From an optimization exercise on the open Yosys and OpenROAD flow, aimed at small area and a short achievable clock period; shortcuts taken in it are not production practice. No run shown here included a check of the RTL's function; only the layout flow was run. Power is estimated from default activity; no workload was simulated.

## flow/design.v (module list and top-level ports; edited modules follow where they fit)
// module array_multiplier: 1346 lines
// module mult_fa: 10 lines
// module mult_xor: 7 lines
// module mult_xnor: 7 lines
// module mult_or: 7 lines
module array_multiplier (
	input  logic                     clk,
	input  logic                     reset,
	input  logic                     in_valid,
	input  mult_sizes_pkg::operand_t x,
	input  mult_sizes_pkg::operand_t y,
	output logic                     product_valid,
	output mult_sizes_pkg::product_t product
);
  // ...
==> flow/flow/run.sh <==
#!/bin/bash
# Layout flow: the standard ORFS flow (standard.sh, unchanged synthesis),
# with smaller port buffers and a clock tree built from clkbuf_8 without
# dummy loads. Each tool's output goes to a log file in this folder.
set -euo pipefail
export BUFFER_PORTS_ARGS="-buffer_cell sky130_fd_sc_hd__buf_1"
export CTS_ARGS="-sink_clustering_enable -repair_clock_nets -sink_clustering_size 12 -sink_clustering_max_diameter 60 -buf_list sky130_fd_sc_hd__clkbuf_8 -dont_use_dummy_load"
bash standard.sh finish > flow_make.log 2>&1
==> flow/standard.sh <==
#!/bin/bash
# synth_recipe.tcl (not shown) runs the flow's synth.tcl, then flattens the netlist and writes it again
# the make line also repeats each setting of config.mk as NAME=value (left out here)
make -C /OpenROAD-flow-scripts/flow DESIGN_CONFIG=/design/flow/config.mk WORK_HOME=/design/flow/orfs CLKGATE_MAP_FILE= SYNTH_SCRIPT=/design/flow/synth_recipe.tcl "${@:-finish}"
==> flow/config.mk <==
export PLATFORM = sky130hd
export DESIGN_NAME = array_multiplier
export DESIGN_NICKNAME = array_multiplier
export VERILOG_FILES = /design/flow/design.v
export SDC_FILE = /design/flow/constraint.sdc
export NUM_CORES = 4
export LEC_CHECK = 0
export CAP_MARGIN = 20
export CORE_MARGIN = 2
export CORE_UTILIZATION = 55
export PLACE_DENSITY = 0.7
export SETUP_SLACK_MARGIN = 3.78
export SLEW_MARGIN = 20
export SYNTH_HIERARCHICAL = 1
==> flow/constraint.sdc <==
create_clock -name core_clock -period 6.0 [get_ports {clk}]
set_input_delay 1.2000 -clock core_clock [delete_from_list [all_inputs] [get_ports {clk}]]
set_output_delay 1.2000 -clock core_clock [all_outputs]
set_load 0.01 [all_outputs]
==> summary.txt, run 1 <==
clock buffers=23; hold_sp=r1036$_DFF_P_; Clk. pwr=810 uW; Avg Inst Size Synth=roughly 13 um^2; tapcell count=265; EDFF count, synth=0; CP Cell Sequence=nand2_1 > fa_1 > fa_2 > fa_1; sequential area share after synthesis=0.4213; reg2reg end=r930$_DFF_P_; RSZ-0062 raised after global routing=yes; Inst Count DP=1171; detailed-route wire length=20960 um; CTS max path bufs=3; worst reg2reg startpoint=r853$_DFF_P_; Skew-Pair Late Insertion Delay=between 0.5 and 0.6 ns; P&R area growth vs syn=10.27%; post-route setup slack=3.745 ns; CTS Root Cell=clkbuf_8; FFs w/ async S/R, synth=0; I/O Pins=68; Setup Total Neg Slack=0 ns; Clk pin slew, worst setup/hold paths=0.07 ns; vias in the first global route=6637; Initial Util=0.5621; WHS=0.3164 ns; status=no timing/DRC/antenna violations; Routability Congestion=0.8733; CTS Buf Count=23; Comb pwr share=0.405; CP top delay family=adder cells; Via density=5.332; num rows=51; internal power=about 3.6 mW; fraction of area in multi-input gates=0.5128; commonest non-fill, non-tap cells in the layout=nand2_1, dfxtp_1, fa_1; Routed Antenna Nets=0; Gate Count Post-Synth=around 880; Initial DRC Count=458; area leader, netlist=dfxtp_1; kind of critical path=register to register; comb_multi_in=605
==> run 2, diff against run 1 <==
==> flow/design.v (replaced) <==
`default_nettype none
package mult_sizes_pkg;
	localparam int OPERAND_WIDTH = 16;
	localparam int PRODUCT_WIDTH = 2 * OPERAND_WIDTH;
	localparam int ROW_COUNT = OPERAND_WIDTH - 1;
	typedef logic [OPERAND_WIDTH-1:0] operand_t;
	typedef logic [PRODUCT_WIDTH-1:0] product_t;
endpackage
`default_nettype wire
`default_nettype none
package adder_cell_pkg;
	function automatic logic [1:0] half_add(
		input logic a,
		input logic b
	);
		logic s;
		logic c;
		s = a ^ b;
		c = a & b;
		half_add = {c, s};
	endfunction
	function automatic logic [1:0] full_add(
		input logic a,
		input logic b,
		input logic cin
	);
		logic s;
		logic c;
		s = a ^ b ^ cin;
		c = (a & b) | (cin & (a ^ b));  
		full_add = {c, s};
	endfunction
endpackage
`default_nettype wire
`default_nettype none
module array_multiplier (
	input  logic                     clk,
	input  logic                     reset,
	input  logic                     in_valid,
	input  mult_sizes_pkg::operand_t x,
	input  mult_sizes_pkg::operand_t y,
	output logic                     product_valid,
	output mult_sizes_pkg::product_t product
);
	logic r876;
	logic r877;
	logic r878;
	logic r879;
	logic r880;
	logic r881;
	logic r882;
	logic r883;
	logic r884;
	logic r885;
	logic r886;
	logic r887;
	logic r888;
	logic r889;
	logic r890;
	logic r891;
	logic r892;
	logic r893;
	logic r894;
	logic r895;
	logic r896;
	logic r897;
	logic r898;
	logic r899;
	logic r900;
	logic r901;
	logic r902;
	logic r903;
	logic r904;
	logic r905;
	logic r906;
	logic r907;
	logic r908;
	logic r909;
	logic r910;
	logic r911;
	logic r912;
	logic r913;
	logic r914;
	logic r915;
	logic r916;
	logic r917;
	logic r918;
	logic r919;
	logic r920;
	logic r921;
	logic r922;
	logic r923;
	logic r924;
	logic r925;
	logic r926;
	logic r927;
	logic r928;
	logic r929;
	logic r930;
	logic r931;
	logic r932;
	logic r933;
	logic r934;
	logic r935;
	logic r936;
	logic r937;
	logic r938;
	logic r939;
	logic r940;
	logic r941;
	logic r942;
	logic r943;
	logic r944;
	logic r945;
	logic r946;
	logic r947;
	logic r948;
	logic r949;
	logic r950;
	logic r951;
	logic r952;
	logic r953;
	logic r954;
	logic r955;
	logic r956;
	logic r957;
	logic r958;
	logic r959;
	logic r960;
	logic r961;
	logic r962;
	logic r963;
	logic r964;
	logic r965;
	logic r966;
	logic r967;
	logic r968;
	logic r969;
	logic r970;
	logic r971;
	logic r972;
	logic r973;
	logic r974;
	logic r975;
	logic r976;
	logic r977;
	logic r978;
	logic r979;
	logic r980;
	logic r981;
	logic r982;
	logic r983;
	logic r984;
	logic r985;
	logic r986;
	logic r987;
	logic r988;
	logic r989;
	logic r990;
	logic r991;
	logic r992;
	logic r993;
	logic r994;
	logic r995;
	logic r996;
	logic r997;
	logic r998;
	logic r999;
	logic r1000;
	logic r1001;
	logic r1002;
	logic r1003;
	logic r1004;
	logic r1005;
	logic r1006;
	logic r1007;
	logic r1008;
	logic r1009;
	logic r1010;
	logic r1011;
	logic r1012;
	logic r1013;
	logic r1014;
	logic r1015;
	logic r1016;
	logic r1017;
	logic r1018;
	logic r1019;
	logic r1020;
	logic r1021;
	logic r1022;
	logic r1023;
	logic r1024;
	logic r1025;
	logic r1026;
	logic r1027;
	logic r1028;
	logic r1029;
	logic r1030;
	logic r1031;
	logic r1032;
	logic r1033;
	logic r1034;
	logic r1035;
	logic r1036;
	logic r1038;
	logic r1040;
	logic r1042;
	logic r1044;
	logic r1046;
	wire pp1 = ~(r876 & r877);
	wire pp2 = ~(r878 & r877);
	wire pp3 = ~(r879 & r877);
	wire pp4 = ~(r880 & r877);
	wire pp5 = ~(r881 & r877);
	wire pp6 = ~(r882 & r877);
	wire pp7 = ~(r883 & r877);
	wire pp8 = ~(r884 & r877);
	wire pp9 = ~(x[8] & y[0]);
	wire pp10 = ~(x[9] & y[0]);
	wire pp11 = ~(x[10] & y[0]);
	wire pp12 = ~(x[11] & y[0]);
	wire pp13 = ~(x[12] & y[0]);
	wire pp14 = ~(x[13] & y[0]);
	wire pp15 = ~(x[14] & y[0]);
	wire pp16 = ~(x[15] & y[0]);
	wire pp17 = ~(r876 & r885);
	wire pp18 = ~(r878 & r885);
	wire pp19 = ~(r879 & r885);
	wire pp20 = ~(r880 & r885);
	wire pp21 = ~(r881 & r885);
	wire pp22 = ~(r882 & r885);
	wire pp23 = ~(r883 & r885);
	wire pp24 = ~(x[7] & y[1]);
	wire pp25 = ~(x[8] & y[1]);
	wire pp26 = ~(x[9] & y[1]);
	wire pp27 = ~(x[10] & y[1]);
	wire pp28 = ~(x[11] & y[1]);
	wire pp29 = ~(x[12] & y[1]);
	wire pp30 = ~(x[13] & y[1]);
	wire pp31 = ~(x[14] & y[1]);
	wire pp32 = ~(x[15] & y[1]);
	wire pp33 = ~(r876 & r886);
	wire pp34 = ~(r878 & r886);
	wire pp35 = ~(r879 & r886);
	wire pp36 = ~(r880 & r886);
	wire pp37 = ~(r881 & r886);
	wire pp38 = ~(r882 & r886);
	wire pp39 = ~(x[6] & y[2]);
	wire pp40 = ~(x[7] & y[2]);
	wire pp41 = ~(x[8] & y[2]);
	wire pp42 = ~(x[9] & y[2]);
	wire pp43 = ~(x[10] & y[2]);
	wire pp44 = ~(x[11] & y[2]);
	wire pp45 = ~(x[12] & y[2]);
	wire pp46 = ~(x[13] & y[2]);
	wire pp47 = ~(x[14] & y[2]);
	wire pp48 = ~(x[15] & y[2]);
	wire pp49 = ~(r876 & r887);
	wire pp50 = ~(r878 & r887);
	wire pp51 = ~(r879 & r887);
	wire pp52 = ~(r880 & r887);
	wire pp53 = ~(r881 & r887);
	wire pp54 = ~(x[5] & y[3]);
	wire pp55 = ~(x[6] & y[3]);
	wire pp56 = ~(x[7] & y[3]);
	wire pp57 = ~(x[8] & y[3]);
	wire pp58 = ~(x[9] & y[3]);
	wire pp59 = ~(x[10] & y[3]);
	wire pp60 = ~(x[11] & y[3]);
	wire pp61 = ~(x[12] & y[3]);
	wire pp62 = ~(x[13] & y[3]);
	wire pp63 = ~(x[14] & y[3]);
	wire pp64 = ~(r888 & r887);
	wire pp65 = ~(r876 & r889);
	wire pp66 = ~(r878 & r889);
	wire pp67 = ~(r879 & r889);
	wire pp68 = ~(r880 & r889);
	wire pp69 = ~(x[4] & y[4]);
	wire pp70 = ~(x[5] & y[4]);
	wire pp71 = ~(x[6] & y[4]);
	wire pp72 = ~(x[7] & y[4]);
	wire pp73 = ~(x[8] & y[4]);
	wire pp74 = ~(x[9] & y[4]);
	wire pp75 = ~(x[10] & y[4]);
	wire pp76 = ~(x[11] & y[4]);
	wire pp77 = ~(x[12] & y[4]);
	wire pp78 = ~(x[13] & y[4]);
	wire pp79 = ~(r890 & r889);
	wire pp80 = ~(r888 & r889);
	wire pp81 = ~(r876 & r891);
	wire pp82 = ~(r878 & r891);
	wire pp83 = ~(r879 & r891);
	wire pp84 = ~(x[3] & y[5]);
	wire pp85 = ~(x[4] & y[5]);
	wire pp86 = ~(x[5] & y[5]);
	wire pp87 = ~(x[6] & y[5]);
	wire pp88 = ~(x[7] & y[5]);
	wire pp89 = ~(x[8] & y[5]);
	wire pp90 = ~(x[9] & y[5]);
	wire pp91 = ~(x[10] & y[5]);
	wire pp92 = ~(x[11] & y[5]);
	wire pp93 = ~(x[12] & y[5]);
	wire pp94 = ~(r892 & r891);
	wire pp95 = ~(r890 & r891);
	wire pp96 = ~(r888 & r891);
	wire pp97 = ~(r876 & r893);
	wire pp98 = ~(r878 & r893);
	wire pp99 = ~(r879 & r893);
	wire pp100 = ~(x[3] & y[6]);
	wire pp101 = ~(x[4] & y[6]);
	wire pp102 = ~(x[5] & y[6]);
	wire pp103 = ~(x[6] & y[6]);
	wire pp104 = ~(x[7] & y[6]);
	wire pp105 = ~(x[8] & y[6]);
	wire pp106 = ~(x[9] & y[6]);
	wire pp107 = ~(x[10] & y[6]);
	wire pp108 = ~(x[11] & y[6]);
	wire pp109 = ~(r894 & r893);
	wire pp110 = ~(r892 & r893);
	wire pp111 = ~(r890 & r893);
	wire pp112 = ~(r888 & r893);
	wire pp113 = ~(r876 & r895);
	wire pp114 = ~(r878 & r895);
	wire pp115 = ~(x[2] & y[7]);
	wire pp116 = ~(x[3] & y[7]);
	wire pp117 = ~(x[4] & y[7]);
	wire pp118 = ~(x[5] & y[7]);
	wire pp119 = ~(x[6] & y[7]);
	wire pp120 = ~(x[7] & y[7]);
	wire pp121 = ~(x[8] & y[7]);
	wire pp122 = ~(x[9] & y[7]);
	wire pp123 = ~(x[10] & y[7]);
	wire pp124 = ~(r896 & r895);
	wire pp125 = ~(r894 & r895);
	wire pp126 = ~(r892 & r895);
	wire pp127 = ~(r890 & r895);
	wire pp128 = ~(r888 & r895);
	wire pp129 = ~(r876 & r897);
	wire pp130 = ~(x[1] & y[8]);
	wire pp131 = ~(x[2] & y[8]);
	wire pp132 = ~(x[3] & y[8]);
	wire pp133 = ~(x[4] & y[8]);
	wire pp134 = ~(x[5] & y[8]);
	wire pp135 = ~(x[6] & y[8]);
	wire pp136 = ~(x[7] & y[8]);
	wire pp137 = ~(x[8] & y[8]);
	wire pp138 = ~(r898 & r897);
	wire pp139 = ~(r899 & r897);
	wire pp140 = ~(r896 & r897);
	wire pp141 = ~(r894 & r897);
	wire pp142 = ~(r892 & r897);
	wire pp143 = ~(r890 & r897);
	wire pp144 = ~(r888 & r897);
	wire pp145 = ~(x[0] & y[9]);
	wire pp146 = ~(r878 & r900);
	wire pp147 = ~(x[2] & y[9]);
	wire pp148 = ~(x[3] & y[9]);
	wire pp149 = ~(x[4] & y[9]);
	wire pp150 = ~(x[5] & y[9]);
	wire pp151 = ~(x[6] & y[9]);
	wire pp152 = ~(x[7] & y[9]);
	wire pp153 = ~(r901 & r900);
	wire pp154 = ~(r898 & r900);
	wire pp155 = ~(r899 & r900);
	wire pp156 = ~(r896 & r900);
	wire pp157 = ~(r894 & r900);
	wire pp158 = ~(r892 & r900);
	wire pp159 = ~(r890 & r900);
	wire pp160 = ~(r888 & r900);
	wire pp161 = ~(r876 & r902);
	wire pp162 = ~(x[1] & y[10]);
	wire pp163 = ~(x[2] & y[10]);
	wire pp164 = ~(x[3] & y[10]);
	wire pp165 = ~(x[4] & y[10]);
	wire pp166 = ~(x[5] & y[10]);
	wire pp167 = ~(x[6] & y[10]);
	wire pp168 = ~(r884 & r902);
	wire pp169 = ~(r901 & r902);
	wire pp170 = ~(r898 & r902);
	wire pp171 = ~(r899 & r902);
	wire pp172 = ~(r896 & r902);
	wire pp173 = ~(r894 & r902);
	wire pp174 = ~(r892 & r902);
	wire pp175 = ~(r890 & r902);
	wire pp176 = ~(r888 & r902);
	wire pp177 = ~(x[0] & y[11]);
	wire pp178 = ~(x[1] & y[11]);
	wire pp179 = ~(x[2] & y[11]);
	wire pp180 = ~(x[3] & y[11]);
	wire pp181 = ~(x[4] & y[11]);
	wire pp182 = ~(x[5] & y[11]);
	wire pp183 = ~(r883 & r903);
	wire pp184 = ~(r884 & r903);
	wire pp185 = ~(r901 & r903);
	wire pp186 = ~(r898 & r903);
	wire pp187 = ~(r899 & r903);
	wire pp188 = ~(r896 & r903);
	wire pp189 = ~(r894 & r903);
	wire pp190 = ~(r892 & r903);
	wire pp191 = ~(r890 & r903);
	wire pp192 = ~(r888 & r903);
	wire pp193 = ~(x[0] & y[12]);
	wire pp194 = ~(x[1] & y[12]);
	wire pp195 = ~(x[2] & y[12]);
	wire pp196 = ~(x[3] & y[12]);
	wire pp197 = ~(x[4] & y[12]);
	wire pp198 = ~(r882 & r904);
	wire pp199 = ~(r883 & r904);
	wire pp200 = ~(r884 & r904);
	wire pp201 = ~(r901 & r904);
	wire pp202 = ~(r898 & r904);
	wire pp203 = ~(r899 & r904);
	wire pp204 = ~(r896 & r904);
	wire pp205 = ~(r894 & r904);
	wire pp206 = ~(r892 & r904);
	wire pp207 = ~(r890 & r904);
	wire pp208 = ~(r888 & r904);
	wire pp209 = ~(x[0] & y[13]);
	wire pp210 = ~(x[1] & y[13]);
	wire pp211 = ~(x[2] & y[13]);
	wire pp212 = ~(x[3] & y[13]);
	wire pp213 = ~(r881 & r905);
	wire pp214 = ~(r882 & r905);
	wire pp215 = ~(r883 & r905);
	wire pp216 = ~(r884 & r905);
	wire pp217 = ~(r901 & r905);
	wire pp218 = ~(r898 & r905);
	wire pp219 = ~(r899 & r905);
	wire pp220 = ~(r896 & r905);
	wire pp221 = ~(r894 & r905);
	wire pp222 = ~(r892 & r905);
	wire pp223 = ~(r890 & r905);
	wire pp224 = ~(r888 & r905);
	wire pp225 = ~(x[0] & y[14]);
	wire pp226 = ~(x[1] & y[14]);
	wire pp227 = ~(x[2] & y[14]);
	wire pp228 = ~(r880 & r906);
	wire pp229 = ~(r881 & r906);
	wire pp230 = ~(r882 & r906);
	wire pp231 = ~(r883 & r906);
	wire pp232 = ~(r884 & r906);
	wire pp233 = ~(r901 & r906);
	wire pp234 = ~(r898 & r906);
	wire pp235 = ~(r899 & r906);
	wire pp236 = ~(r896 & r906);
	wire pp237 = ~(r894 & r906);
	wire pp238 = ~(r892 & r906);
	wire pp239 = ~(r890 & r906);
	wire pp240 = ~(r888 & r906);
	wire pp241 = ~(x[0] & y[15]);
	wire pp242 = ~(x[1] & y[15]);
	wire pp243 = ~(r879 & r907);
	wire pp244 = ~(x[3] & y[15]);
	wire pp245 = ~(r881 & r907);
	wire pp246 = ~(r882 & r907);
	wire pp247 = ~(r883 & r907);
	wire pp248 = ~(r884 & r907);
	wire pp249 = ~(r901 & r907);
	wire pp250 = ~(r898 & r907);
	wire pp251 = ~(r899 & r907);
	wire pp252 = ~(r896 & r907);
	wire pp253 = ~(r894 & r907);
	wire pp254 = ~(r892 & r907);
	wire pp255 = ~(r890 & r907);
	wire pp256 = ~(r888 & r907);
	wire s257, c258;
	mult_xnor u_s257 (.a(pp3), .b(pp18), .y(s257));
	mult_or u_c258 (.a(pp3), .b(pp18), .y(c258));
	wire s259, c260;
	mult_fa u_s259 (.a(pp4), .b(pp19), .c(pp34), .s(s259), .co(c260));
	wire s261, c262;
	mult_xnor u_s261 (.a(pp49), .b(c258), .y(s261));
	mult_or u_c262 (.a(pp49), .b(c258), .y(c262));
	wire s263, c264;
	mult_fa u_s263 (.a(pp5), .b(pp20), .c(pp35), .s(s263), .co(c264));
	wire s265, c266;
	mult_fa u_s265 (.a(pp50), .b(pp65), .c(c260), .s(s265), .co(c266));
	wire s267, c268;
	mult_xnor u_s267 (.a(c262), .b(s263), .y(s267));
	mult_or u_c268 (.a(c262), .b(s263), .y(c268));
	wire s269, c270;
	mult_fa u_s269 (.a(pp6), .b(pp21), .c(pp36), .s(s269), .co(c270));
	wire s271, c272;
	mult_fa u_s271 (.a(pp51), .b(pp66), .c(pp81), .s(s271), .co(c272));
	wire s273, c274;
	mult_fa u_s273 (.a(c264), .b(s269), .c(s271), .s(s273), .co(c274));
	wire s275, c276;
	mult_xnor u_s275 (.a(c268), .b(c266), .y(s275));
	mult_or u_c276 (.a(c268), .b(c266), .y(c276));
	wire s277, c278;
	mult_fa u_s277 (.a(pp7), .b(pp22), .c(pp37), .s(s277), .co(c278));
	wire s279, c280;
	mult_fa u_s279 (.a(pp52), .b(pp67), .c(pp82), .s(s279), .co(c280));
	wire s281, c282;
	mult_fa u_s281 (.a(pp97), .b(c270), .c(c272), .s(s281), .co(c282));
	wire s283, c284;
	mult_fa u_s283 (.a(s277), .b(s279), .c(c274), .s(s283), .co(c284));
	wire s285, c286;
	mult_xnor u_s285 (.a(s281), .b(c276), .y(s285));
	mult_or u_c286 (.a(s281), .b(c276), .y(c286));
	wire s287, c288;
	mult_fa u_s287 (.a(pp8), .b(pp23), .c(pp38), .s(s287), .co(c288));
	wire s289, c290;
	mult_fa u_s289 (.a(pp53), .b(pp68), .c(pp83), .s(s289), .co(c290));
	wire s291, c292;
	mult_fa u_s291 (.a(pp98), .b(pp113), .c(c278), .s(s291), .co(c292));
	wire s293, c294;
	mult_fa u_s293 (.a(c280), .b(s287), .c(s289), .s(s293), .co(c294));
	wire s295, c296;
	mult_fa u_s295 (.a(c282), .b(s291), .c(s293), .s(s295), .co(c296));
	wire s297, c298;
	mult_xnor u_s297 (.a(c286), .b(c284), .y(s297));
	mult_or u_c298 (.a(c286), .b(c284), .y(c298));
	wire s299, c300;
	mult_fa u_s299 (.a(pp9), .b(pp24), .c(pp39), .s(s299), .co(c300));
	wire s301, c302;
	mult_fa u_s301 (.a(pp54), .b(pp69), .c(pp84), .s(s301), .co(c302));
	wire s303, c304;
	mult_fa u_s303 (.a(pp99), .b(pp114), .c(pp129), .s(s303), .co(c304));
	wire s305, c306;
	mult_fa u_s305 (.a(c288), .b(c290), .c(r908), .s(s305), .co(c306));
	wire s307, c308;
	mult_fa u_s307 (.a(r909), .b(s303), .c(c292), .s(s307), .co(c308));
	wire s309, c310;
	mult_fa u_s309 (.a(c294), .b(s305), .c(s307), .s(s309), .co(c310));
	wire s311, c312;
	mult_xnor u_s311 (.a(c296), .b(c298), .y(s311));
	mult_or u_c312 (.a(c296), .b(c298), .y(c312));
	wire s313, c314;
	mult_fa u_s313 (.a(pp10), .b(pp25), .c(pp40), .s(s313), .co(c314));
	wire s315, c316;
	mult_fa u_s315 (.a(pp55), .b(pp70), .c(pp85), .s(s315), .co(c316));
	wire s317, c318;
	mult_fa u_s317 (.a(pp100), .b(pp115), .c(pp130), .s(s317), .co(c318));
	wire s319, c320;
	mult_fa u_s319 (.a(pp145), .b(c300), .c(c302), .s(s319), .co(c320));
	wire s321, c322;
	mult_fa u_s321 (.a(c304), .b(r910), .c(r911), .s(s321), .co(c322));
	wire s323, c324;
	mult_fa u_s323 (.a(r912), .b(c306), .c(r913), .s(s323), .co(c324));
	wire s325, c326;
	mult_fa u_s325 (.a(s321), .b(c308), .c(s323), .s(s325), .co(c326));
	wire s327, c328;
	mult_xnor u_s327 (.a(c310), .b(c312), .y(s327));
	mult_or u_c328 (.a(c310), .b(c312), .y(c328));
	wire s329, c330;
	mult_fa u_s329 (.a(pp11), .b(pp26), .c(pp41), .s(s329), .co(c330));
	wire s331, c332;
	mult_fa u_s331 (.a(pp56), .b(pp71), .c(pp86), .s(s331), .co(c332));
	wire s333, c334;
	mult_fa u_s333 (.a(pp101), .b(pp116), .c(pp131), .s(s333), .co(c334));
	wire s335, c336;
	mult_fa u_s335 (.a(pp146), .b(pp161), .c(r914), .s(s335), .co(c336));
	wire s337, c338;
	mult_fa u_s337 (.a(c316), .b(c318), .c(s329), .s(s337), .co(c338));
	wire s339, c340;
	mult_fa u_s339 (.a(s331), .b(s333), .c(c320), .s(s339), .co(c340));
	wire s341, c342;
	mult_fa u_s341 (.a(c322), .b(s335), .c(r915), .s(s341), .co(c342));
	wire s343, c344;
	mult_fa u_s343 (.a(c324), .b(r916), .c(s341), .s(s343), .co(c344));
	wire s345, c346;
	mult_xnor u_s345 (.a(r917), .b(r918), .y(s345));
	mult_or u_c346 (.a(r917), .b(r918), .y(c346));
	wire s347, c348;
	mult_fa u_s347 (.a(pp12), .b(pp27), .c(pp42), .s(s347), .co(c348));
	wire s349, c350;
	mult_fa u_s349 (.a(pp57), .b(pp72), .c(pp87), .s(s349), .co(c350));
	wire s351, c352;
	mult_fa u_s351 (.a(pp102), .b(pp117), .c(pp132), .s(s351), .co(c352));
	wire s353, c354;
	mult_fa u_s353 (.a(pp147), .b(pp162), .c(pp177), .s(s353), .co(c354));
	wire s355, c356;
	mult_fa u_s355 (.a(c330), .b(c332), .c(c334), .s(s355), .co(c356));
	wire s357, c358;
	mult_fa u_s357 (.a(s347), .b(s349), .c(s351), .s(s357), .co(c358));
	wire s359, c360;
	mult_fa u_s359 (.a(r919), .b(c336), .c(r920), .s(s359), .co(c360));
	wire s361, c362;
	mult_fa u_s361 (.a(r921), .b(r922), .c(r923), .s(s361), .co(c362));
	wire s363, c364;
	mult_fa u_s363 (.a(c342), .b(s359), .c(s361), .s(s363), .co(c364));
	wire s365, c366;
	mult_xnor u_s365 (.a(r924), .b(c346), .y(s365));
	mult_or u_c366 (.a(r924), .b(c346), .y(c366));
	wire s367, c368;
	mult_fa u_s367 (.a(pp13), .b(pp28), .c(pp43), .s(s367), .co(c368));
	wire s369, c370;
	mult_fa u_s369 (.a(pp58), .b(pp73), .c(pp88), .s(s369), .co(c370));
	wire s371, c372;
	mult_fa u_s371 (.a(pp103), .b(pp118), .c(pp133), .s(s371), .co(c372));
	wire s373, c374;
	mult_fa u_s373 (.a(pp148), .b(pp163), .c(pp178), .s(s373), .co(c374));
	wire s375, c376;
	mult_fa u_s375 (.a(pp193), .b(c348), .c(c350), .s(s375), .co(c376));
	wire s377, c378;
	mult_fa u_s377 (.a(c352), .b(c354), .c(s367), .s(s377), .co(c378));
	wire s379, c380;
	mult_fa u_s379 (.a(s369), .b(s371), .c(s373), .s(s379), .co(c380));
	wire s381, c382;
	mult_fa u_s381 (.a(r925), .b(r926), .c(r927), .s(s381), .co(c382));
	wire s383, c384;
	mult_fa u_s383 (.a(r928), .b(r929), .c(c360), .s(s383), .co(c384));
	wire s385, c386;
	mult_fa u_s385 (.a(s381), .b(c362), .c(s383), .s(s385), .co(c386));
	wire s387, c388;
	mult_xnor u_s387 (.a(r930), .b(r931), .y(s387));
	mult_or u_c388 (.a(r930), .b(r931), .y(c388));
	wire s389, c390;
	mult_fa u_s389 (.a(pp14), .b(pp29), .c(pp44), .s(s389), .co(c390));
	wire s391, c392;
	mult_fa u_s391 (.a(pp59), .b(pp74), .c(pp89), .s(s391), .co(c392));
	wire s393, c394;
	mult_fa u_s393 (.a(pp104), .b(pp119), .c(pp134), .s(s393), .co(c394));
	wire s395, c396;
	mult_fa u_s395 (.a(pp149), .b(pp164), .c(pp179), .s(s395), .co(c396));
	wire s397, c398;
	mult_fa u_s397 (.a(pp194), .b(pp209), .c(c368), .s(s397), .co(c398));
	wire s399, c400;
	mult_fa u_s399 (.a(c370), .b(c372), .c(c374), .s(s399), .co(c400));
	wire s401, c402;
	mult_fa u_s401 (.a(s389), .b(s391), .c(s393), .s(s401), .co(c402));
	wire s403, c404;
	mult_fa u_s403 (.a(r932), .b(r933), .c(r934), .s(s403), .co(c404));
	wire s405, c406;
	mult_fa u_s405 (.a(r935), .b(r936), .c(r937), .s(s405), .co(c406));
	wire s407, c408;
	mult_fa u_s407 (.a(r938), .b(c382), .c(s403), .s(s407), .co(c408));
	wire s409, c410;
	mult_fa u_s409 (.a(s405), .b(c384), .c(s407), .s(s409), .co(c410));
	wire s411, c412;
	mult_xnor u_s411 (.a(c386), .b(s409), .y(s411));
	mult_or u_c412 (.a(c386), .b(s409), .y(c412));
	wire s413, c414;
	mult_fa u_s413 (.a(pp15), .b(pp30), .c(pp45), .s(s413), .co(c414));
	wire s415, c416;
	mult_fa u_s415 (.a(pp60), .b(pp75), .c(pp90), .s(s415), .co(c416));
	wire s417, c418;
	mult_fa u_s417 (.a(pp105), .b(pp120), .c(pp135), .s(s417), .co(c418));
	wire s419, c420;
	mult_fa u_s419 (.a(pp150), .b(pp165), .c(pp180), .s(s419), .co(c420));
	wire s421, c422;
	mult_fa u_s421 (.a(pp195), .b(pp210), .c(pp225), .s(s421), .co(c422));
	wire s423, c424;
	mult_fa u_s423 (.a(c390), .b(c392), .c(c394), .s(s423), .co(c424));
	wire s425, c426;
	mult_fa u_s425 (.a(c396), .b(s413), .c(s415), .s(s425), .co(c426));
	wire s427, c428;
	mult_fa u_s427 (.a(s417), .b(s419), .c(s421), .s(s427), .co(c428));
	wire s429, c430;
	mult_fa u_s429 (.a(r939), .b(r940), .c(r941), .s(s429), .co(c430));
	wire s431, c432;
	mult_fa u_s431 (.a(r942), .b(r943), .c(r944), .s(s431), .co(c432));
	wire s433, c434;
	mult_fa u_s433 (.a(c404), .b(c406), .c(s429), .s(s433), .co(c434));
	wire s435, c436;
	mult_fa u_s435 (.a(s431), .b(c408), .c(s433), .s(s435), .co(c436));
	wire s437, c438;
	mult_xnor u_s437 (.a(c410), .b(s435), .y(s437));
	mult_or u_c438 (.a(c410), .b(s435), .y(c438));
	wire s439, c440;
	mult_fa u_s439 (.a(pp16), .b(pp31), .c(pp46), .s(s439), .co(c440));
	wire s441, c442;
	mult_fa u_s441 (.a(pp61), .b(pp76), .c(pp91), .s(s441), .co(c442));
	wire s443, c444;
	mult_fa u_s443 (.a(pp106), .b(pp121), .c(pp136), .s(s443), .co(c444));
	wire s445, c446;
	mult_fa u_s445 (.a(pp151), .b(pp166), .c(pp181), .s(s445), .co(c446));
	wire s447, c448;
	mult_fa u_s447 (.a(pp196), .b(pp211), .c(pp226), .s(s447), .co(c448));
	wire s449, c450;
	mult_fa u_s449 (.a(pp241), .b(c414), .c(c416), .s(s449), .co(c450));
	wire s451, c452;
	mult_fa u_s451 (.a(c418), .b(c420), .c(c422), .s(s451), .co(c452));
	wire s453, c454;
	mult_fa u_s453 (.a(s439), .b(s441), .c(s443), .s(s453), .co(c454));
	wire s455, c456;
	mult_fa u_s455 (.a(s445), .b(s447), .c(c424), .s(s455), .co(c456));
	wire s457, c458;
	mult_fa u_s457 (.a(r945), .b(r946), .c(r947), .s(s457), .co(c458));
	wire s459, c460;
	mult_fa u_s459 (.a(r948), .b(r949), .c(c430), .s(s459), .co(c460));
	wire s461, c462;
	mult_fa u_s461 (.a(r950), .b(c432), .c(s457), .s(s461), .co(c462));
	wire s463, c464;
	mult_fa u_s463 (.a(c434), .b(s459), .c(s461), .s(s463), .co(c464));
	wire s465, c466;
	mult_xnor u_s465 (.a(c436), .b(s463), .y(s465));
	mult_or u_c466 (.a(c436), .b(s463), .y(c466));
	wire s467, c468;
	mult_fa u_s467 (.a(pp32), .b(pp47), .c(pp62), .s(s467), .co(c468));
	wire s469, c470;
	mult_fa u_s469 (.a(pp77), .b(pp92), .c(pp107), .s(s469), .co(c470));
	wire s471, c472;
	mult_fa u_s471 (.a(pp122), .b(pp137), .c(pp152), .s(s471), .co(c472));
	wire s473, c474;
	mult_fa u_s473 (.a(pp167), .b(pp182), .c(pp197), .s(s473), .co(c474));
	wire s475, c476;
	mult_fa u_s475 (.a(pp212), .b(pp227), .c(pp242), .s(s475), .co(c476));
	wire s477, c478;
	mult_fa u_s477 (.a(c440), .b(c442), .c(c444), .s(s477), .co(c478));
	wire s479, c480;
	mult_fa u_s479 (.a(c446), .b(c448), .c(s467), .s(s479), .co(c480));
	wire s481, c482;
	mult_fa u_s481 (.a(s469), .b(s471), .c(s473), .s(s481), .co(c482));
	wire s483, c484;
	mult_fa u_s483 (.a(s475), .b(c450), .c(c452), .s(s483), .co(c484));
	wire s485, c486;
	mult_fa u_s485 (.a(r951), .b(r952), .c(r953), .s(s485), .co(c486));
	wire s487, c488;
	mult_fa u_s487 (.a(r954), .b(r955), .c(c458), .s(s487), .co(c488));
	wire s489, c490;
	mult_fa u_s489 (.a(r956), .b(s485), .c(c460), .s(s489), .co(c490));
	wire s491, c492;
	mult_fa u_s491 (.a(c462), .b(s487), .c(s489), .s(s491), .co(c492));
	wire s493, c494;
	mult_xnor u_s493 (.a(c464), .b(c466), .y(s493));
	mult_or u_c494 (.a(c464), .b(c466), .y(c494));
	wire s495, c496;
	mult_fa u_s495 (.a(pp48), .b(pp63), .c(pp78), .s(s495), .co(c496));
	wire s497, c498;
	mult_fa u_s497 (.a(pp93), .b(pp108), .c(pp123), .s(s497), .co(c498));
	wire s499, c500;
	mult_fa u_s499 (.a(pp138), .b(pp153), .c(pp168), .s(s499), .co(c500));
	wire s501, c502;
	mult_fa u_s501 (.a(pp183), .b(pp198), .c(pp213), .s(s501), .co(c502));
	wire s503, c504;
	mult_fa u_s503 (.a(pp228), .b(pp243), .c(r957), .s(s503), .co(c504));
	wire s505, c506;
	mult_fa u_s505 (.a(c470), .b(c472), .c(c474), .s(s505), .co(c506));
	wire s507, c508;
	mult_fa u_s507 (.a(c476), .b(s495), .c(s497), .s(s507), .co(c508));
	wire s509, c510;
	mult_fa u_s509 (.a(s499), .b(s501), .c(r958), .s(s509), .co(c510));
	wire s511, c512;
	mult_fa u_s511 (.a(r959), .b(r960), .c(s503), .s(s511), .co(c512));
	wire s513, c514;
	mult_fa u_s513 (.a(r961), .b(r962), .c(r963), .s(s513), .co(c514));
	wire s515, c516;
	mult_fa u_s515 (.a(s509), .b(c486), .c(s511), .s(s515), .co(c516));
	wire s517, c518;
	mult_fa u_s517 (.a(c488), .b(s513), .c(s515), .s(s517), .co(c518));
	wire s519, c520;
	mult_fa u_s519 (.a(r964), .b(r965), .c(r966), .s(s519), .co(c520));
	wire s521, c522;
	mult_fa u_s521 (.a(pp64), .b(pp79), .c(pp94), .s(s521), .co(c522));
	wire s523, c524;
	mult_fa u_s523 (.a(pp109), .b(pp124), .c(pp139), .s(s523), .co(c524));
	wire s525, c526;
	mult_fa u_s525 (.a(pp154), .b(pp169), .c(pp184), .s(s525), .co(c526));
	wire s527, c528;
	mult_fa u_s527 (.a(pp199), .b(pp214), .c(pp229), .s(s527), .co(c528));
	wire s529, c530;
	mult_fa u_s529 (.a(pp244), .b(c496), .c(c498), .s(s529), .co(c530));
	wire s531, c532;
	mult_fa u_s531 (.a(c500), .b(c502), .c(s521), .s(s531), .co(c532));
	wire s533, c534;
	mult_fa u_s533 (.a(s523), .b(s525), .c(s527), .s(s533), .co(c534));
	wire s535, c536;
	mult_fa u_s535 (.a(c504), .b(r967), .c(r968), .s(s535), .co(c536));
	wire s537, c538;
	mult_fa u_s537 (.a(r969), .b(s531), .c(s533), .s(s537), .co(c538));
	wire s539, c540;
	mult_fa u_s539 (.a(c510), .b(c512), .c(s535), .s(s539), .co(c540));
	wire s541, c542;
	mult_fa u_s541 (.a(s537), .b(c514), .c(c516), .s(s541), .co(c542));
	wire s543, c544;
	mult_fa u_s543 (.a(r970), .b(r971), .c(r972), .s(s543), .co(c544));
	wire s545, c546;
	mult_fa u_s545 (.a(pp80), .b(pp95), .c(pp110), .s(s545), .co(c546));
	wire s547, c548;
	mult_fa u_s547 (.a(pp125), .b(pp140), .c(pp155), .s(s547), .co(c548));
	wire s549, c550;
	mult_fa u_s549 (.a(pp170), .b(pp185), .c(pp200), .s(s549), .co(c550));
	wire s551, c552;
	mult_fa u_s551 (.a(pp215), .b(pp230), .c(pp245), .s(s551), .co(c552));
	wire s553, c554;
	mult_fa u_s553 (.a(c522), .b(c524), .c(c526), .s(s553), .co(c554));
	wire s555, c556;
	mult_fa u_s555 (.a(c528), .b(s545), .c(s547), .s(s555), .co(c556));
	wire s557, c558;
	mult_fa u_s557 (.a(s549), .b(s551), .c(r973), .s(s557), .co(c558));
	wire s559, c560;
	mult_fa u_s559 (.a(c532), .b(c534), .c(s553), .s(s559), .co(c560));
	wire s561, c562;
	mult_fa u_s561 (.a(s555), .b(c536), .c(s557), .s(s561), .co(c562));
	wire s563, c564;
	mult_fa u_s563 (.a(c538), .b(s559), .c(c540), .s(s563), .co(c564));
	wire s565, c566;
	mult_fa u_s565 (.a(r974), .b(r975), .c(r976), .s(s565), .co(c566));
	wire s567, c568;
	mult_fa u_s567 (.a(pp96), .b(pp111), .c(pp126), .s(s567), .co(c568));
	wire s569, c570;
	mult_fa u_s569 (.a(pp141), .b(pp156), .c(pp171), .s(s569), .co(c570));
	wire s571, c572;
	mult_fa u_s571 (.a(pp186), .b(pp201), .c(pp216), .s(s571), .co(c572));
	wire s573, c574;
	mult_fa u_s573 (.a(pp231), .b(pp246), .c(c546), .s(s573), .co(c574));
	wire s575, c576;
	mult_fa u_s575 (.a(c548), .b(c550), .c(c552), .s(s575), .co(c576));
	wire s577, c578;
	mult_fa u_s577 (.a(s567), .b(s569), .c(s571), .s(s577), .co(c578));
	wire s579, c580;
	mult_fa u_s579 (.a(c554), .b(c556), .c(s573), .s(s579), .co(c580));
	wire s581, c582;
	mult_fa u_s581 (.a(s575), .b(s577), .c(c558), .s(s581), .co(c582));
	wire s583, c584;
	mult_fa u_s583 (.a(c560), .b(s579), .c(c562), .s(s583), .co(c584));
	wire s585, c586;
	mult_fa u_s585 (.a(r977), .b(r978), .c(r979), .s(s585), .co(c586));
	wire s587, c588;
	mult_fa u_s587 (.a(pp112), .b(pp127), .c(pp142), .s(s587), .co(c588));
	wire s589, c590;
	mult_fa u_s589 (.a(pp157), .b(pp172), .c(pp187), .s(s589), .co(c590));
	wire s591, c592;
	mult_fa u_s591 (.a(pp202), .b(pp217), .c(pp232), .s(s591), .co(c592));
	wire s593, c594;
	mult_fa u_s593 (.a(pp247), .b(c568), .c(c570), .s(s593), .co(c594));
	wire s595, c596;
	mult_fa u_s595 (.a(c572), .b(s587), .c(s589), .s(s595), .co(c596));
	wire s597, c598;
	mult_fa u_s597 (.a(s591), .b(c574), .c(c576), .s(s597), .co(c598));
	wire s599, c600;
	mult_fa u_s599 (.a(c578), .b(s593), .c(s595), .s(s599), .co(c600));
	wire s601, c602;
	mult_fa u_s601 (.a(c580), .b(s597), .c(s599), .s(s601), .co(c602));
	wire s603, c604;
	mult_fa u_s603 (.a(r980), .b(r981), .c(r982), .s(s603), .co(c604));
	wire s605, c606;
	mult_fa u_s605 (.a(pp128), .b(pp143), .c(pp158), .s(s605), .co(c606));
	wire s607, c608;
	mult_fa u_s607 (.a(pp173), .b(pp188), .c(pp203), .s(s607), .co(c608));
	wire s609, c610;
	mult_fa u_s609 (.a(pp218), .b(pp233), .c(pp248), .s(s609), .co(c610));
	wire s611, c612;
	mult_fa u_s611 (.a(c588), .b(c590), .c(c592), .s(s611), .co(c612));
	wire s613, c614;
	mult_fa u_s613 (.a(s605), .b(s607), .c(s609), .s(s613), .co(c614));
	wire s615, c616;
	mult_fa u_s615 (.a(c594), .b(c596), .c(s611), .s(s615), .co(c616));
	wire s617, c618;
	mult_fa u_s617 (.a(s613), .b(c598), .c(c600), .s(s617), .co(c618));
	wire s619, c620;
	mult_fa u_s619 (.a(r983), .b(r984), .c(r985), .s(s619), .co(c620));
	wire s621, c622;
	mult_fa u_s621 (.a(pp144), .b(pp159), .c(pp174), .s(s621), .co(c622));
	wire s623, c624;
	mult_fa u_s623 (.a(pp189), .b(pp204), .c(pp219), .s(s623), .co(c624));
	wire s625, c626;
	mult_fa u_s625 (.a(pp234), .b(pp249), .c(c606), .s(s625), .co(c626));
	wire s627, c628;
	mult_fa u_s627 (.a(c608), .b(c610), .c(s621), .s(s627), .co(c628));
	wire s629, c630;
	mult_fa u_s629 (.a(s623), .b(c612), .c(c614), .s(s629), .co(c630));
	wire s631, c632;
	mult_fa u_s631 (.a(s625), .b(s627), .c(c616), .s(s631), .co(c632));
	wire s633, c634;
	mult_fa u_s633 (.a(r986), .b(r987), .c(r988), .s(s633), .co(c634));
	wire s635, c636;
	mult_fa u_s635 (.a(pp160), .b(pp175), .c(pp190), .s(s635), .co(c636));
	wire s637, c638;
	mult_fa u_s637 (.a(pp205), .b(pp220), .c(pp235), .s(s637), .co(c638));
	wire s639, c640;
	mult_fa u_s639 (.a(pp250), .b(c622), .c(c624), .s(s639), .co(c640));
	wire s641, c642;
	mult_fa u_s641 (.a(s635), .b(s637), .c(c626), .s(s641), .co(c642));
	wire s643, c644;
	mult_fa u_s643 (.a(c628), .b(s639), .c(c630), .s(s643), .co(c644));
	wire s645, c646;
	mult_fa u_s645 (.a(r989), .b(r990), .c(r991), .s(s645), .co(c646));
	wire s647, c648;
	mult_fa u_s647 (.a(pp176), .b(pp191), .c(pp206), .s(s647), .co(c648));
	wire s649, c650;
	mult_fa u_s649 (.a(pp221), .b(pp236), .c(pp251), .s(s649), .co(c650));
	wire s651, c652;
	mult_fa u_s651 (.a(c636), .b(c638), .c(s647), .s(s651), .co(c652));
	wire s653, c654;
	mult_fa u_s653 (.a(s649), .b(c640), .c(s651), .s(s653), .co(c654));
	wire s655, c656;
	mult_fa u_s655 (.a(r992), .b(r993), .c(r994), .s(s655), .co(c656));
	wire s657, c658;
	mult_fa u_s657 (.a(pp192), .b(pp207), .c(pp222), .s(s657), .co(c658));
	wire s659, c660;
	mult_fa u_s659 (.a(pp237), .b(pp252), .c(c648), .s(s659), .co(c660));
	wire s661, c662;
	mult_fa u_s661 (.a(c650), .b(s657), .c(c652), .s(s661), .co(c662));
	wire s663, c664;
	mult_fa u_s663 (.a(s659), .b(c654), .c(s661), .s(s663), .co(c664));
	wire s665, c666;
	mult_fa u_s665 (.a(pp208), .b(pp223), .c(pp238), .s(s665), .co(c666));
	wire s667, c668;
	mult_fa u_s667 (.a(pp253), .b(c658), .c(s665), .s(s667), .co(c668));
	wire s669, c670;
	mult_fa u_s669 (.a(c660), .b(s667), .c(c662), .s(s669), .co(c670));
	wire s671, c672;
	mult_fa u_s671 (.a(pp224), .b(pp239), .c(pp254), .s(s671), .co(c672));
	wire s673, c674;
	mult_fa u_s673 (.a(c666), .b(s671), .c(c668), .s(s673), .co(c674));
	wire s675, c676;
	mult_fa u_s675 (.a(pp240), .b(pp255), .c(c672), .s(s675), .co(c676));
	wire t677 = ~pp1;
	wire g678 = pp2 & pp17;
	wire p679 = pp2 ^ pp17;
	wire g680 = pp33 & s257;
	wire p681 = pp33 ^ s257;
	wire g682 = s261 & s259;
	wire p683 = s261 ^ s259;
	wire g684 = s267 & s265;
	wire p685 = s267 ^ s265;
	wire g686 = s273 & s275;
	wire p687 = s273 ^ s275;
	wire g688 = s285 & s283;
	wire p689 = s285 ^ s283;
	wire g690 = s295 & s297;
	wire p691 = s295 ^ s297;
	wire g692 = r995 & r996;
	wire p693 = r995 ^ r996;
	wire g694 = r997 & r998;
	wire p695 = r997 ^ r998;
	wire g696 = r999 & s345;
	wire p697 = r999 ^ s345;
	wire g698 = r1000 & s365;
	wire p699 = r1000 ^ s365;
	wire g700 = c366 & s387;
	wire p701 = c366 ^ s387;
	wire g702 = c388 & r1001;
	wire p703 = c388 ^ r1001;
	wire g704 = r1002 & r1003;
	wire p705 = r1002 ^ r1003;
	wire g706 = r1004 & r1005;
	wire p707 = r1004 ^ r1005;
	wire g708 = r1006 & r1007;
	wire p709 = r1006 ^ r1007;
	wire g710 = r1008 & s519;
	wire p711 = r1008 ^ s519;
	wire g712 = s543 & c520;
	wire p713 = s543 ^ c520;
	wire g714 = c544 & s565;
	wire p715 = c544 ^ s565;
	wire g716 = c566 & s585;
	wire p717 = c566 ^ s585;
	wire g718 = c586 & s603;
	wire p719 = c586 ^ s603;
	wire g720 = s619 & c604;
	wire p721 = s619 ^ c604;
	wire g722 = c620 & s633;
	wire p723 = c620 ^ s633;
	wire g724 = c634 & s645;
	wire p725 = c634 ^ s645;
	wire g726 = c646 & s655;
	wire p727 = c646 ^ s655;
	wire g728 = r1009 & c656;
	wire p729 = r1009 ^ c656;
	wire g730 = r1010 & r1011;
	wire p731 = r1010 ^ r1011;
	wire g732 = s673 & c670;
	wire p733 = s673 ^ c670;
	wire g734 = s675 & c674;
	wire p735 = s675 ^ c674;
	wire g736 = pp256 & c676;
	wire p737 = pp256 ^ c676;
	wire q738 = pp1 | t677;
	wire q739 = g678 | (p679 & q738);
	wire q740 = g680 | (p681 & q739);
	wire q741 = g682 | (p683 & q740);
	wire q742 = g684 | (p685 & q741);
	wire q743 = g686 | (p687 & q742);
	wire q744 = g688 | (p689 & q743);
	wire q745 = r1012 | (r1013 & r1014);
	wire q746 = g692 | (p693 & q745);
	wire q747 = g694 | (p695 & q746);
	wire a748 = p695 & p693;
	wire q749 = g698 | (p699 & g696);
	wire a750 = p699 & p697;
	wire q751 = g702 | (p703 & g700);
	wire a752 = p703 & p701;
	wire q753 = g706 | (p707 & g704);
	wire a754 = p707 & p705;
	wire q755 = g710 | (p711 & g708);
	wire a756 = p711 & p709;
	wire q757 = g714 | (p715 & g712);
	wire a758 = p715 & p713;
	wire q759 = g718 | (p719 & g716);
	wire a760 = p719 & p717;
	wire q761 = g722 | (p723 & g720);
	wire a762 = p723 & p721;
	wire q763 = g726 | (p727 & g724);
	wire a764 = p727 & p725;
	wire q765 = g730 | (p731 & g728);
	wire a766 = p731 & p729;
	wire q767 = r1015 | (r1016 & r1017);
	wire a768 = r1016 & r1018;
	wire q769 = g696 | (p697 & q747);
	wire a770 = p697 & a748;
	wire q771 = q749 | (a750 & q747);
	wire a772 = a750 & a748;
	wire q773 = g704 | (p705 & q751);
	wire a774 = p705 & a752;
	wire q775 = q753 | (a754 & q751);
	wire a776 = a754 & a752;
	wire q777 = g712 | (p713 & q755);
	wire a778 = p713 & a756;
	wire q779 = q757 | (a758 & q755);
	wire a780 = a758 & a756;
	wire q781 = g720 | (p721 & q759);
	wire a782 = p721 & a760;
	wire q783 = q761 | (a762 & q759);
	wire a784 = a762 & a760;
	wire q785 = g728 | (p729 & q763);
	wire a786 = p729 & a764;
	wire q787 = q765 | (a766 & q763);
	wire a788 = a766 & a764;
	wire q789 = r1019 | (r1020 & q767);
	wire a790 = r1020 & a768;
	wire q791 = g700 | (p701 & q771);
	wire a792 = p701 & a772;
	wire q793 = q751 | (a752 & q771);
	wire a794 = a752 & a772;
	wire q795 = q773 | (a774 & q771);
	wire a796 = a774 & a772;
	wire q797 = q775 | (a776 & q771);
	wire a798 = a776 & a772;
	wire q799 = g716 | (p717 & q779);
	wire a800 = p717 & a780;
	wire q801 = q759 | (a760 & q779);
	wire a802 = a760 & a780;
	wire q803 = q781 | (a782 & q779);
	wire a804 = a782 & a780;
	wire q805 = q783 | (a784 & q779);
	wire a806 = a784 & a780;
	wire q807 = r1017 | (r1018 & q787);
	wire a808 = r1018 & a788;
	wire q809 = q767 | (a768 & q787);
	wire a810 = a768 & a788;
	wire q811 = q789 | (a790 & q787);
	wire a812 = a790 & a788;
	wire q813 = g708 | (p709 & q797);
	wire a814 = p709 & a798;
	wire q815 = q755 | (a756 & q797);
	wire a816 = a756 & a798;
	wire q817 = q777 | (a778 & q797);
	wire a818 = a778 & a798;
	wire q819 = q779 | (a780 & q797);
	wire a820 = a780 & a798;
	wire q821 = q799 | (a800 & q797);
	wire a822 = a800 & a798;
	wire q823 = q801 | (a802 & q797);
	wire a824 = a802 & a798;
	wire q825 = q803 | (a804 & q797);
	wire a826 = a804 & a798;
	wire q827 = q805 | (a806 & q797);
	wire a828 = a806 & a798;
	wire q829 = g724 | (p725 & q827);
	wire a830 = p725 & a828;
	wire q831 = q763 | (a764 & q827);
	wire a832 = a764 & a828;
	wire q833 = q785 | (a786 & q827);
	wire a834 = a786 & a828;
	wire q835 = q787 | (a788 & q827);
	wire a836 = a788 & a828;
	wire q837 = q807 | (a808 & q827);
	wire a838 = a808 & a828;
	wire q839 = q809 | (a810 & q827);
	wire a840 = a810 & a828;
	wire q841 = q811 | (a812 & q827);
	wire a842 = a812 & a828;
	wire t843 = ~r1022;
	assign product[0] = ~t843;
	wire x845;
	mult_xnor u_x845 (.a(p679), .b(q738), .y(x845));
	wire x846;
	mult_xnor u_x846 (.a(p681), .b(q739), .y(x846));
	wire x847;
	mult_xnor u_x847 (.a(p683), .b(q740), .y(x847));
	wire x848;
	mult_xnor u_x848 (.a(p685), .b(q741), .y(x848));
	wire x849;
	mult_xnor u_x849 (.a(p687), .b(q742), .y(x849));
	wire x850;
	mult_xnor u_x850 (.a(p689), .b(q743), .y(x850));
	wire x851;
	mult_xnor u_x851 (.a(r1013), .b(r1014), .y(x851));
	wire x852;
	mult_xnor u_x852 (.a(p693), .b(q745), .y(x852));
	wire x853;
	mult_xnor u_x853 (.a(p695), .b(q746), .y(x853));
	wire x854;
	mult_xnor u_x854 (.a(p697), .b(q747), .y(x854));
	wire x855;
	mult_xnor u_x855 (.a(p699), .b(q769), .y(x855));
	wire x856;
	mult_xnor u_x856 (.a(p701), .b(q771), .y(x856));
	wire x857;
	mult_xnor u_x857 (.a(p703), .b(q791), .y(x857));
	wire x858;
	mult_xnor u_x858 (.a(p705), .b(q793), .y(x858));
	wire x859;
	mult_xnor u_x859 (.a(p707), .b(q795), .y(x859));
	wire x860;
	mult_xnor u_x860 (.a(p709), .b(q797), .y(x860));
	wire x861;
	mult_xnor u_x861 (.a(p711), .b(q813), .y(x861));
	wire x862;
	mult_xnor u_x862 (.a(p713), .b(q815), .y(x862));
	wire x863;
	mult_xnor u_x863 (.a(p715), .b(q817), .y(x863));
	wire x864;
	mult_xnor u_x864 (.a(p717), .b(q819), .y(x864));
	wire x865;
	mult_xnor u_x865 (.a(p719), .b(q821), .y(x865));
	wire x866;
	mult_xnor u_x866 (.a(p721), .b(q823), .y(x866));
	wire x867;
	mult_xnor u_x867 (.a(p723), .b(q825), .y(x867));
	wire x868;
	mult_xnor u_x868 (.a(p725), .b(q827), .y(x868));
	mult_xnor u_x869 (.a(r1023), .b(r1024), .y(product[25]));
	mult_xnor u_x870 (.a(r1025), .b(r1026), .y(product[26]));
	mult_xnor u_x871 (.a(r1027), .b(r1028), .y(product[27]));
	mult_xnor u_x872 (.a(r1029), .b(r1030), .y(product[28]));
	mult_xnor u_x873 (.a(r1031), .b(r1032), .y(product[29]));
	mult_xnor u_x874 (.a(r1033), .b(r1034), .y(product[30]));
	assign product[31] = ~r1035;
	always_ff @(posedge clk) begin
		r876 <= x[0];
		r877 <= y[0];
		r878 <= x[1];
		r879 <= x[2];
		r880 <= x[3];
		r881 <= x[4];
		r882 <= x[5];
		r883 <= x[6];
		r884 <= x[7];
		r885 <= y[1];
		r886 <= y[2];
		r887 <= y[3];
		r888 <= x[15];
		r889 <= y[4];
		r890 <= x[14];
		r891 <= y[5];
		r892 <= x[13];
		r893 <= y[6];
		r894 <= x[12];
		r895 <= y[7];
		r896 <= x[11];
		r897 <= y[8];
		r898 <= x[9];
		r899 <= x[10];
		r900 <= y[9];
		r901 <= x[8];
		r902 <= y[10];
		r903 <= y[11];
		r904 <= y[12];
		r905 <= y[13];
		r906 <= y[14];
		r907 <= y[15];
		r908 <= s299;
		r909 <= s301;
		r910 <= s313;
		r911 <= s315;
		r912 <= s317;
		r913 <= s319;
		r914 <= c314;
		r915 <= s337;
		r916 <= s339;
		r917 <= c326;
		r918 <= c328;
		r919 <= s353;
		r920 <= c338;
		r921 <= s355;
		r922 <= s357;
		r923 <= c340;
		r924 <= c344;
		r925 <= c356;
		r926 <= c358;
		r927 <= s375;
		r928 <= s377;
		r929 <= s379;
		r930 <= c364;
		r931 <= s385;
		r932 <= s395;
		r933 <= c376;
		r934 <= c378;
		r935 <= c380;
		r936 <= s397;
		r937 <= s399;
		r938 <= s401;
		r939 <= c398;
		r940 <= c400;
		r941 <= c402;
		r942 <= s423;
		r943 <= s425;
		r944 <= s427;
		r945 <= c426;
		r946 <= c428;
		r947 <= s449;
		r948 <= s451;
		r949 <= s453;
		r950 <= s455;
		r951 <= c454;
		r952 <= s477;
		r953 <= s479;
		r954 <= s481;
		r955 <= c456;
		r956 <= s483;
		r957 <= c468;
		r958 <= c478;
		r959 <= c480;
		r960 <= c482;
		r961 <= s505;
		r962 <= s507;
		r963 <= c484;
		r964 <= c490;
		r965 <= s517;
		r966 <= c492;
		r967 <= c506;
		r968 <= c508;
		r969 <= s529;
		r970 <= s539;
		r971 <= c518;
		r972 <= s541;
		r973 <= c530;
		r974 <= s561;
		r975 <= c542;
		r976 <= s563;
		r977 <= s581;
		r978 <= c564;
		r979 <= s583;
		r980 <= c582;
		r981 <= s601;
		r982 <= c584;
		r983 <= s615;
		r984 <= c602;
		r985 <= s617;
		r986 <= s629;
		r987 <= c618;
		r988 <= s631;
		r989 <= s641;
		r990 <= c632;
		r991 <= s643;
		r992 <= c642;
		r993 <= s653;
		r994 <= c644;
		r995 <= s311;
		r996 <= s309;
		r997 <= s325;
		r998 <= s327;
		r999 <= s343;
		r1000 <= s363;
		r1001 <= s411;
		r1002 <= c412;
		r1003 <= s437;
		r1004 <= c438;
		r1005 <= s465;
		r1006 <= s491;
		r1007 <= s493;
		r1008 <= c494;
		r1009 <= s663;
		r1010 <= c664;
		r1011 <= s669;
		r1012 <= g690;
		r1013 <= p691;
		r1014 <= q744;
		r1015 <= g734;
		r1016 <= p735;
		r1017 <= g732;
		r1018 <= p733;
		r1019 <= g736;
		r1020 <= p737;
		r1021 <= t677;
		r1022 <= r1021;
		r1023 <= p727;
		r1024 <= q829;
		r1025 <= p729;
		r1026 <= q831;
		r1027 <= p731;
		r1028 <= q833;
		r1029 <= r1018;
		r1030 <= q835;
		r1031 <= r1016;
		r1032 <= q837;
		r1033 <= r1020;
		r1034 <= q839;
		r1035 <= q841;
		r1036 <= x845;
		product[1] <= r1036;
		r1038 <= x846;
		product[2] <= r1038;
		r1040 <= x847;
		product[3] <= r1040;
		r1042 <= x848;
		product[4] <= r1042;
		r1044 <= x849;
		product[5] <= r1044;
		r1046 <= x850;
		product[6] <= r1046;
		product[7] <= x851;
		product[8] <= x852;
		product[9] <= x853;
		product[10] <= x854;
		product[11] <= x855;
		product[12] <= x856;
		product[13] <= x857;
		product[14] <= x858;
		product[15] <= x859;
		product[16] <= x860;
		product[17] <= x861;
		product[18] <= x862;
		product[19] <= x863;
		product[20] <= x864;
		product[21] <= x865;
		product[22] <= x866;
		product[23] <= x867;
		product[24] <= x868;
	end
	logic v1;
	logic v2;
	always_ff @(posedge clk) begin
		if (reset) begin
			v1 <= 1'b0;
			v2 <= 1'b0;
			product_valid <= 1'b0;
		end else begin
			v1 <= in_valid;
			v2 <= v1;
			product_valid <= v2;
		end
	end
endmodule
module mult_fa (
	input  logic a,
	input  logic b,
	input  logic c,
	output logic s,
	output logic co
);
	assign s  = a ^ b ^ c;
	assign co = (a & b) | (c & (a ^ b));
endmodule
module mult_xor (
	input  logic a,
	input  logic b,
	output logic y
);
	assign y = a ^ b;
endmodule
module mult_xnor (
	input  logic a,
	input  logic b,
	output logic y
);
	assign y = ~(a ^ b);
endmodule
module mult_or (
	input  logic a,
	input  logic b,
	output logic y
);
	assign y = a | b;
endmodule
`default_nettype wire
==> flow/flow/run.sh (replaced) <==
#!/bin/bash
# Layout flow: the standard ORFS flow (standard.sh, unchanged synthesis),
# with smaller port buffers and a clock tree built from clkbuf_8 without
# dummy loads. Each tool's output goes to a log file in this folder.
set -euo pipefail
export BUFFER_PORTS_ARGS="-buffer_cell sky130_fd_sc_hd__buf_1"
export CTS_ARGS="-sink_clustering_enable -repair_clock_nets -buf_list sky130_fd_sc_hd__clkbuf_8 -dont_use_dummy_load"
bash standard.sh finish > flow_make.log 2>&1
==> flow/config.mk (replaced) <==
export PLATFORM = sky130hd
export DESIGN_NAME = array_multiplier
export DESIGN_NICKNAME = array_multiplier
export VERILOG_FILES = /design/flow/design.v
export SDC_FILE = /design/flow/constraint.sdc
export NUM_CORES = 4
export LEC_CHECK = 0
export CAP_MARGIN = 20
export CORE_MARGIN = 2
export CORE_UTILIZATION = 40
export SETUP_SLACK_MARGIN = 3.4
export SLEW_MARGIN = 20
export SYNTH_HIERARCHICAL = 1
==> summary.txt, run 2 <==
Peak VDD IR=278.6 uV; Yosys reg bits=~190; Seq pwr share=0.356; endpoints failing hold=0; Post-DP HPWL=17310 um; Skew-Pair Late Insertion Delay=0.46 ns (-0.08 ns); DR pass1 iterations=4; post-route setup slack=3.316 ns (-0.4289 ns); Routed Antenna Nets=0 (unchanged); RSZ-0062 raised after global routing=yes; vias=6108; Gate Count Post-Synth=841 (-4.1%); area occupied by multi-input gates=0.006450 mm^2; Arrival @ worst endpoint=3.07 ns; most common cell after layout, fill and taps aside=nand2_1; Hold Path Stages=0; CP Cell Sequence=buf_12 > nand2_4 > fa_1 > fa_2 > fa_2 > fa_2; number of remaining DRC errors=0; sequential area share after synthesis=0.3789 (-0.04244); global routing usage on met3=0.04825; proportion of layout cells with a drive suffix above 1=0.2220; Design Area, Final=0.01189 mm^2; FFs w/ async S/R, synth=0 (unchanged); CP top delay family=adder cells; Mapped Area=between 0.01 and 0.015 mm^2; met2 Usage GRT=0.2895; GRT Util Overall=0.1808; static leakage=approximately 4.5 nW; Syn Nets=1101; Die Width=163.7 um; placed instance area=0.01081 mm^2; final period utilization=0.4473; CTS max path bufs=2 (-1); detailed-route wire length=22550 um (+7.6%); Final Non-Filler Cells=1277; Max FO, Critical Path=5; area of all sequential standard cells=0.003975 mm^2; buffer and inverter count on the worst path=1; pre-CTS setup slack=2.788 ns; kind of critical path=register to register; die outline height=163.7 um; EDFF count, synth=0 (unchanged); vias in the first global route=6708 (+1.1%); CTS H-tree lvls=4; num rows=58 (+14%); worst reg2reg startpoint=r904$_DFF_P_; NetSw=2.002 mW; hold_sp=r1036$_DFF_P_; final clock skew=about 0.034 ns; # setup viols final=0; most instantiated cells after synthesis=nand2_1, fa_1, dfxtp_1; Fillers=2326; Final nets=1208; top-count cell post-synth=nand2_1; clock power share=0.118; Power per Cell Area=454.6 mW/mm^2; Die Area=around 0.027 mm^2; Clk pin slew, worst setup/hold paths=0.09 ns (+0.02 ns); switch share=0.3703; final core occ=0.4736; Setup Total Neg Slack=0 ns (unchanged); internal power=3.404 mW (-4.5%); Worst-Margin Slew=0.5531 ns; Routability Congestion=0.8754 (+0.24%); area leader, netlist=fa_1; cell mode on critical path=fa_2; Inst Count DP=1201 (+2.6%); Slew HR=0.6274; Hold EP=product[1]$_DFF_P_; CTS tree=done; clk sinks=193; largest net degree at the start of global routing=18; CP Capture Type=register; total core area=0.02511 mm^2; crit-path max cell delay=0.60 ns; CTS Buf Count=17 (-26%); Initial DRC Count=418 (-8.7%); Biggest register=product; P&R area growth vs syn=16.61%; Most used DFF post-synth=dfxtp_1; reg2reg end=r972$_DFF_P_; Worst setup SP type=register; Peak Freq=approximately 370 MHz; commonest non-fill, non-tap cells in the layout=nand2_1, dfxtp_1, fa_1; Tmin final=2.684 ns; port bufs=67; Worst R2R Setup Slack=~3.3 ns; Via density=4.783 (-10%); GR Overflow Total=0; Max Cap Viol=0; Crit. Startpoint=r904$_DFF_P_; initial antenna violation count=1; HP Class=register to register; Crit path required time=6.38 ns; max FFs per register=24; slowest CP cell=fa_2; R2R cell count=6; WL per Instance=17.66 um; Yosys Warn Count=7; first-pass GRT wire length=35850 um; Initial Util=0.4061 (-0.1560); Avg Inst Size Synth=12.13 um^2 (-3.1%); Yosys top cell area share=0.3828; status=no timing/DRC/antenna violations; I/O Pins=68 (unchanged); global routing's busiest layer=met2; cts hold-fix bufs=0; met1 Track Usage GR=0.2411; synth top area cells=fa_1, dfxtp_1, nand2_1, xnor2_1, ha_1; Final Max Slew Viols=0; Comb pwr share=0.526 (+0.121); Synth cell types=29; CTS Root Cell=clkbuf_8
-- run 2: changes by cell type after synthesis, sizes merged, moves of 2 or more --
| cell | before | now |
|---|---|---|
| a21o | 26 | 23 |
| clkbuf | 38 | 36 |
| dfxtp | 231 | 193 |
| and3 | 4 | 0 |
| o21ai | 2 | 4 |
| o31ai | 2 | 0 |
| a21oi | 5 | 9 |
| nand2 | 256 | 260 |
-- run 2: how the worst max path moves through the flow --
stage | endpoint | slack, ns | cells past startpoint
2_1_floorplan | r950$_DFF_P_ | 3.32 | 5
3_3_place_gp | r916$_DFF_P_ | 2.81 | 5
3_5_place_dp | r956$_DFF_P_ | 2.79 | 5
4_1_cts | r965$_DFF_P_ | 3.36 | 5
5_1_grt | product[19]$_DFF_P_ | 3.29 | 11
6_report | r972$_DFF_P_ | 3.32 | 6
-- run 2: power by group through the flow --
stage                     Clock (mW)  Combinational (mW)  Sequential [mW]
after floorplan                    0                1.90             1.95
after global placement             0                2.51             1.96
after detailed placement           0                2.55             1.97
after CTS                      0.664                2.75             1.93
after global routing           0.715                3.21             1.97
final                          0.636                2.85             1.93
-- run 2: through the flow --
step / power [mW] / hold WS, ns
final: 5.406 / 0.3291
after global routing: 5.899 / 0.3363
after CTS: 5.346 / 0.3313
after detailed placement: 4.526 / 0.3121
after global placement: 4.479 / 0.3110
after floorplan: 3.852 / 0.3096
-- run 2: layout make-up --
cell class	count	share of cell area
timing repair buffer	125	0.06745
tap	330	0.03472
inverter	4	0.001263
sequential	193	0.3343
antenna	1	0.0002104
clock buffer	17	0.01968
multi-input combinational	607	0.5424
-- run 2: cells by family after synthesis --
group | Yosys count | share of synthesized area
xor gates and xnor gates | 45 | 0.03865
other | 1 | 0.0003677
buffers and inverters | 41 | 0.01546
adders and majority gates | 225 | 0.4196
DFF | 193 | 0.3789
and+or+nand+nor | 290 | 0.1141
AOI/OAI and AO/OA | 46 | 0.03289
-- run 2: layer usage --
layer	vias up	wire length (um)	part of all wire
li1	2799	-	-
met1	3071	9688	0.43
met2	205	10700	0.47
met3	33	1640	0.073
met4	0	523	0.023
met5	-	0	0
-- run 2: Yosys stat by module, one instance, submodules excluded --
| module | times used | area [um^2] | cells | flops+latches |
|---|---|---|---|---|
| mult_or | 15 | 6.256 | 1 | 0 |
| array_multiplier | 1 | 5806 | 586 | 193 |
| mult_xnor | 45 | 8.758 | 1 | 0 |
| mult_fa | 195 | 20.02 | 1 | 0 |
-- run 2: what timing repair did --
action	in CTS	in global routing
buffers inserted	39	19
endpoints found under the setup margin	50	38
pin swaps	25	48
gates resized for setup	82	62
cloned	0	0

-- what the ideal ports hide --
No port has a modelled driver above. Below, the same layouts with a new extraction and two added sets of constraints. Step 1, drivers: a clkbuf_16 drives clk and a buf_2 each remaining input, both assumed. Step 2 adds t to the input delays and takes it off the output delays; t is the mean of the earliest and latest rising clock arrival at the registers after step 1. Input paths then give back, and output paths get back, about the clock's delay inside the block. Slacks: no drivers / after step 1 / after step 2; pairs: no drivers / after step 1.
run	t (ns)	setup slack, ns	worst setup path at the end
run 1	0.565	3.745 / 3.745 / 3.745	register to register
run 2	0.486	3.316 / 3.316 / 2.938	input to register
After both steps setup and hold are still met in every run listed. For run 2, which loses most, drivers alone change the setup slack by 0.000 ns; drivers and shift together by -0.378 ns.
